What follows belongs to an exercise in optimizing a design on an open flow for small area, a short achievable clock period and few clock cycles per item; a production flow would make more cautious choices.
Function was not checked in any run shown here: the RTL went through the layout flow alone.

==> flow/design.v, too long to show whole: its modules and the start of the top module <==
// module ordered_sequence_hash_64_top: 975 lines
// module osh64_fa: 4 lines
// module osh64_ha: 4 lines
module ordered_sequence_hash_64_top (
  input  logic                             clk,
  input  logic                             rst_n,
  input  logic                             in_valid,
  output logic                             in_stall,
  input  logic                             in_cmd,
  input  logic [osh64_pkg::LEN_W-1:0]      in_seq_length,
  input  logic [osh64_pkg::HASH_W-1:0]     in_element_bits,
  output logic                             out_valid,
  input  logic                             out_stall,
  output logic [osh64_pkg::HASH_W-1:0]     out_hash
);
  // ...
==> flow/run.sh <==
#!/bin/bash
# synth_recipe.tcl (not shown) runs the flow's synth.tcl, then flattens the netlist and writes it again
# the make line also repeats each setting of config.mk as NAME=value (left out here)
make -C /OpenROAD-flow-scripts/flow DESIGN_CONFIG=/design/flow/config.mk WORK_HOME=/design/flow/orfs CLKGATE_MAP_FILE= SYNTH_SCRIPT=/design/flow/synth_recipe.tcl finish
==> flow/config.mk <==
export PLATFORM = sky130hd
export DESIGN_NAME = ordered_sequence_hash_64_top
export DESIGN_NICKNAME = ordered_sequence_hash_64_top
export VERILOG_FILES = /design/flow/design.v
export SDC_FILE = /design/flow/constraint.sdc
export NUM_CORES = 4
export LEC_CHECK = 0
export ABC_CLOCK_PERIOD_IN_PS = 3500
export CAP_MARGIN = 20
export CORE_MARGIN = 2
export CORE_UTILIZATION = 40
export SETUP_SLACK_MARGIN = 5
export SLEW_MARGIN = 20
export SYNTH_HIERARCHICAL = 1
==> flow/constraint.sdc <==
create_clock -name core_clock -period 9.5 [get_ports {clk}]
set_input_delay 1.9000 -clock core_clock [delete_from_list [all_inputs] [get_ports {clk}]]
set_output_delay 1.9000 -clock core_clock [all_outputs]
set_load 0.01 [all_outputs]
==> impl_results.md, run 1 <==
* Status: timing/DRC/antenna clean
* Met2 routed WL at 59,100 um
* Post-synth top area share at 36.5%
* Largest net degree at the start of global routing at 183
* Compound-Gate Fraction of Synth Area at 7.62%
* WHS Path Cells at 0
* Largest class: multi-input gates
* FF+latch count, synth at 380
* Antenna diodes at 1
* Final ANT Viol Nets at 0
* Starting density of the core at 40.4%
* Xor-xnor portion of the synthesized cell area at 11.6%
* CTS clk-pin slew, worst paths at 60 ps
* Area grow syn2layout at 20.1%
* Synth Cell Area at 36,400 um2
* Met3 usage at 4.64%
* Clock skew at 23.9 ps
* Setup CP Type: flop to flop
* Sequential fraction of the synthesis area at 29.5%
* Placed inst area at 39,600 um2
* Post-Layout Cell Count at 4,227
* Worst r2r src: s1_p[48]
* Clk_buf instances at 51
* Crit start category: flop
* Core Rows at 110
* Clock latency on the worst-skew pair at 620 ps
* Synth cell types at 98
* Design area at 43,800 um2
* Inverters at 187
* Final setup margin at 5040 ps
* Post-CTS Hold Buffers at 0
* Max Clk Rate at 224 MHz
* Final min period at 4460 ps
* Hold path start: s0_cmd
==> inputs of run 2 (changes only) <==
==> flow/flow/run.sh (new file) <==
#!/bin/bash
set -euo pipefail
MARGIN=$(cat flow/margin.txt)
bash standard.sh SETUP_SLACK_MARGIN=$MARGIN finish > standard.log 2>&1
==> flow/flow/margin.txt (new file) <==
6
==> flow/standard.sh (new file) <==
#!/bin/bash
# synth_recipe.tcl (not shown) runs the flow's synth.tcl, then flattens the netlist and writes it again
# the make line also repeats each setting of config.mk as NAME=value (left out here)
make -C /OpenROAD-flow-scripts/flow DESIGN_CONFIG=/design/flow/config.mk WORK_HOME=/design/flow/orfs CLKGATE_MAP_FILE= SYNTH_SCRIPT=/design/flow/synth_recipe.tcl "${@:-finish}"
--- a/flow/config.mk
+++ b/flow/config.mk
@@ -5,10 +5,9 @@
 export SDC_FILE = /design/flow/constraint.sdc
 export NUM_CORES = 4
 export LEC_CHECK = 0
-export ABC_CLOCK_PERIOD_IN_PS = 3500
+export ABC_CLOCK_PERIOD_IN_PS = 3000
 export CAP_MARGIN = 20
 export CORE_MARGIN = 2
 export CORE_UTILIZATION = 40
-export SETUP_SLACK_MARGIN = 5
 export SLEW_MARGIN = 20
 export SYNTH_HIERARCHICAL = 1
removed: flow/run.sh
==> impl_results.md, run 2 <==
* Status: timing/DRC/antenna clean
* Routed vias at 25.1k
* Critical Path RT at 9990 ps
* Starting density of the core at 40.4% (unchanged)
* Post-synth top flop: edfxtp_1
* Drt via density at 5.56
* Largest Register: s1_p
* FF+latch count, synth at 380 (unchanged)
* Vias in the first global route at 27.4k
* Max Clk Rate at 231 MHz (+3.1%)
* Antenna diodes at 0 (-1)
* Die Ht at 306 um
* First drt pass iteration count at 5
* CP max FO at 6
* Inserted Clock Buffers at 46
* Crit start category: flop
* Slew headroom at 17.8%
* GPL Wtd Cong at 0.996
* Finish-stage setup viols at 0
* Max FFs per register at 181
* Area contributors post-synth: fa_1 (37%), edfxtp_1 (26%), xnor2_1 (5.6%)
* WP data arrival at 4820 ps
* # DRC at 0
* Post-CTS Hold Buffers at 0 (unchanged)
* Total Routing Usage GR at 28.3%
* CP delay by family, top: XOR/XNOR gates
* Slowest CP cell: fa_1
* CP cell instances: fa_1, ha_4, nand4_1, buf_4, nor2_4, a311oi_4, buf_6, o2111ai_4, a31oi_4, xnor2_4, xnor2_4, buf_12, xnor2_4, xor2_2, xnor3_1, a222oi_1, nor2_1
* Mapped Cells at 2,697
* Die Wd at 306 um
* Clock latency on the worst-skew pair at 630 ps (about the same)
* RSZ-0062 raised after global routing: true
* Grt ovf at 0
* Final ANT Viol Nets at 0 (unchanged)
* H-tree levels at 2
* Hold Vio Cnt, Final at 0
* Synth Cell Area at 36,400 um2 (unchanged)
* CTS tree: yes
* Worst Max-Slew Pin Slew at 1230 ps
* Fin. max-slew vios at 0
* Area grow syn2layout at 37.2%
* Crit path largest cell delay at 540 ps
* Initial antenna violation count at 0
* Syn nets at 3,582
* Bufs and invs on worst path at 3
* CTS Buffer Depth at 3
* Syn_area_per_cell at 13.5 um2
* CP most frequent cell: xnor2_4
* Share of layout cells above drive strength 1 at 39.3%
* Ports at 167
* DR WL/cell at 29.2 um
* DP HPWL at 94,600 um
* Most common cell after layout, fill and taps aside: fa_1
* # nets final at 4,194
* Core Rows at 110 (unchanged)
* Commonest cells after routing, fill and taps aside: fa_1 (522), edfxtp_1 (312), buf_4 (292)
* Final WL at 132,000 um
* Root Driver: clkbuf_16
* Post-Layout Cell Count at 4,517 (+6.9%)
* Post-Place Cells at 3,998
* Starting DRT DRC Count at 2,140
* Max-cap violations at 0
* Period utilisation layout at 45.6%
* CTS clk-pin slew, worst paths at 70 ps (about the same)
* Die area at 93,500 um2
* Critical Path Sink Type: flop
* Post-synth top area share at 36.5% (unchanged)
* Clock skew at 52.8 ps (+28.9 ps)
* Finished Core Util at 55.4%
* Hold Path Class: flop to flop
* Setup CP Type: flop to flop
* Largest net degree at the start of global routing at 78 (-57%)
* CTS Sinks at 380
* First-pass GRT wire length at 190,000 um
* Synth cell types at 98 (unchanged)
* TNS Setup at 0 ps
* Sequential fraction of the synthesis area at 29.5% (unchanged)
* Largest area contributor in the netlist: fa_1
* Synth async-reset ratio at 0%
* I/O Buffers at 166
* Core area at 90,100 um2
* Top cells by count, synth: fa_1 (665), edfxtp_1 (312), xnor2_1 (235)
* Post-synth EDFFs at 312
* YS warnings at 7
* Most frequent cell after synthesis: fa_1
* Final min period at 4330 ps (-136 ps)
-- run 2: final cells by class --
class,count,area [um2]
fillers,7096,40200
multi-input cells,2052,28900
flip-flops and latches,380,10800
repair buffers,642,6490
well taps,1176,1470
clock buffers,50,1190
inverters,187,862
clock inverters,30,317
-- run 2: worst paths after layout --
| check | from | to | slack, ps | cells after the start |
|---|---|---|---|---|
| worst min register to register | out_hash_r[1] | out_hash_r[1] | 480 | 2 |
| worst max-delay path | s1_p[16] | out_hash_r[54] | 5170 | 17 |
| worst max register to register | s1_p[16] | out_hash_r[54] | 5170 | 17 |
| worst min-delay path | out_hash_r[1] | out_hash_r[1] | 480 | 2 |
-- run 2: what timing repair did --
| item | 4_1_cts | 5_1_grt |
|---|---|---|
| gates cloned | 2 | 0 |
| resized for setup | 666 | 199 |
| setup buffers | 335 | 102 |
| endpoints found under the setup margin | 388 | 212 |
| pin swaps | 294 | 253 |
-- run 2: through the flow --
stage	setup slack [ps]	hold WS [ps]	cell area [um2]
after CTS	5290	483	48100
after floorplan	4300	400	37400
final	5170	479	50000
after global routing	5040	521	50000
after detailed placement	4480	473	40500
after global placement	4470	477	40500
-- run 2: kinds of logic (layout without fill, tap and decap cells) --
kind of cell	after synthesis	count (layout)	share of synthesized area, %
adder cells (fa/ha/maj)	784	784	40.6
AO/OA/AOI/OAI	422	422	7.62
XOR/XNOR	390	390	11.6
flip-flops	380	380	29.5
AND/OR/NAND/NOR	350	351	4.59
buffers and inverters	266	909	2.91
multiplexers	105	105	3.22
-- run 2: tightest hold or removal path: stages (launching register included) --
cell     delay [ps]
dfxtp_1         340
nand2_1          60
nand2_1          40
-- run 2: per-module statistics from Yosys (local to each module, per instance) --
module	copies in the design	flops+latches
osh64_ha	29	0
ordered_sequence_hash_64_top	1	380
osh64_fa	665	0
-- run 2: metal layers --
layer	share of wire [%]	global-route usage (%)	wire, um	up-vias
met5	0	0	0	-
met4	7.9	16.9	10400	0
met3	6.2	4.28	8200	413
met2	47	46.1	61900	1235
met1	39	35.8	51400	13000
li1	-	-	-	10400

separate check: timing with driven ports:
In the flow no input, the clock included, has a driving cell. The finished layouts below were timed again as built, in two steps. Step 1 assumes that a clkbuf_16 drives the clock port and a buf_2 every other input. Step 2 also shifts input and output timing later by t, the mid clock arrival at the registers, as if the neighbouring blocks saw the same clock. Three values: no drivers, after step 1, after step 2; two values: the first two.
run	t, ns	setup slack, ns	worst setup path after step 2	clock arrival spread, ns	slew at the worst register clock pin (ns)
run 1	0.682	5.036 / 5.036 / 4.880	input to register	0.024 / 0.024	0.06 / 0.06
run 2	0.677	5.171 / 5.171 / 4.971	input to register	0.053 / 0.052	0.07 / 0.07
After both steps every run listed still meets setup and hold. For run 2, which loses most, drivers alone change the setup slack by 0.000 ns; drivers and shift together by -0.200 ns.
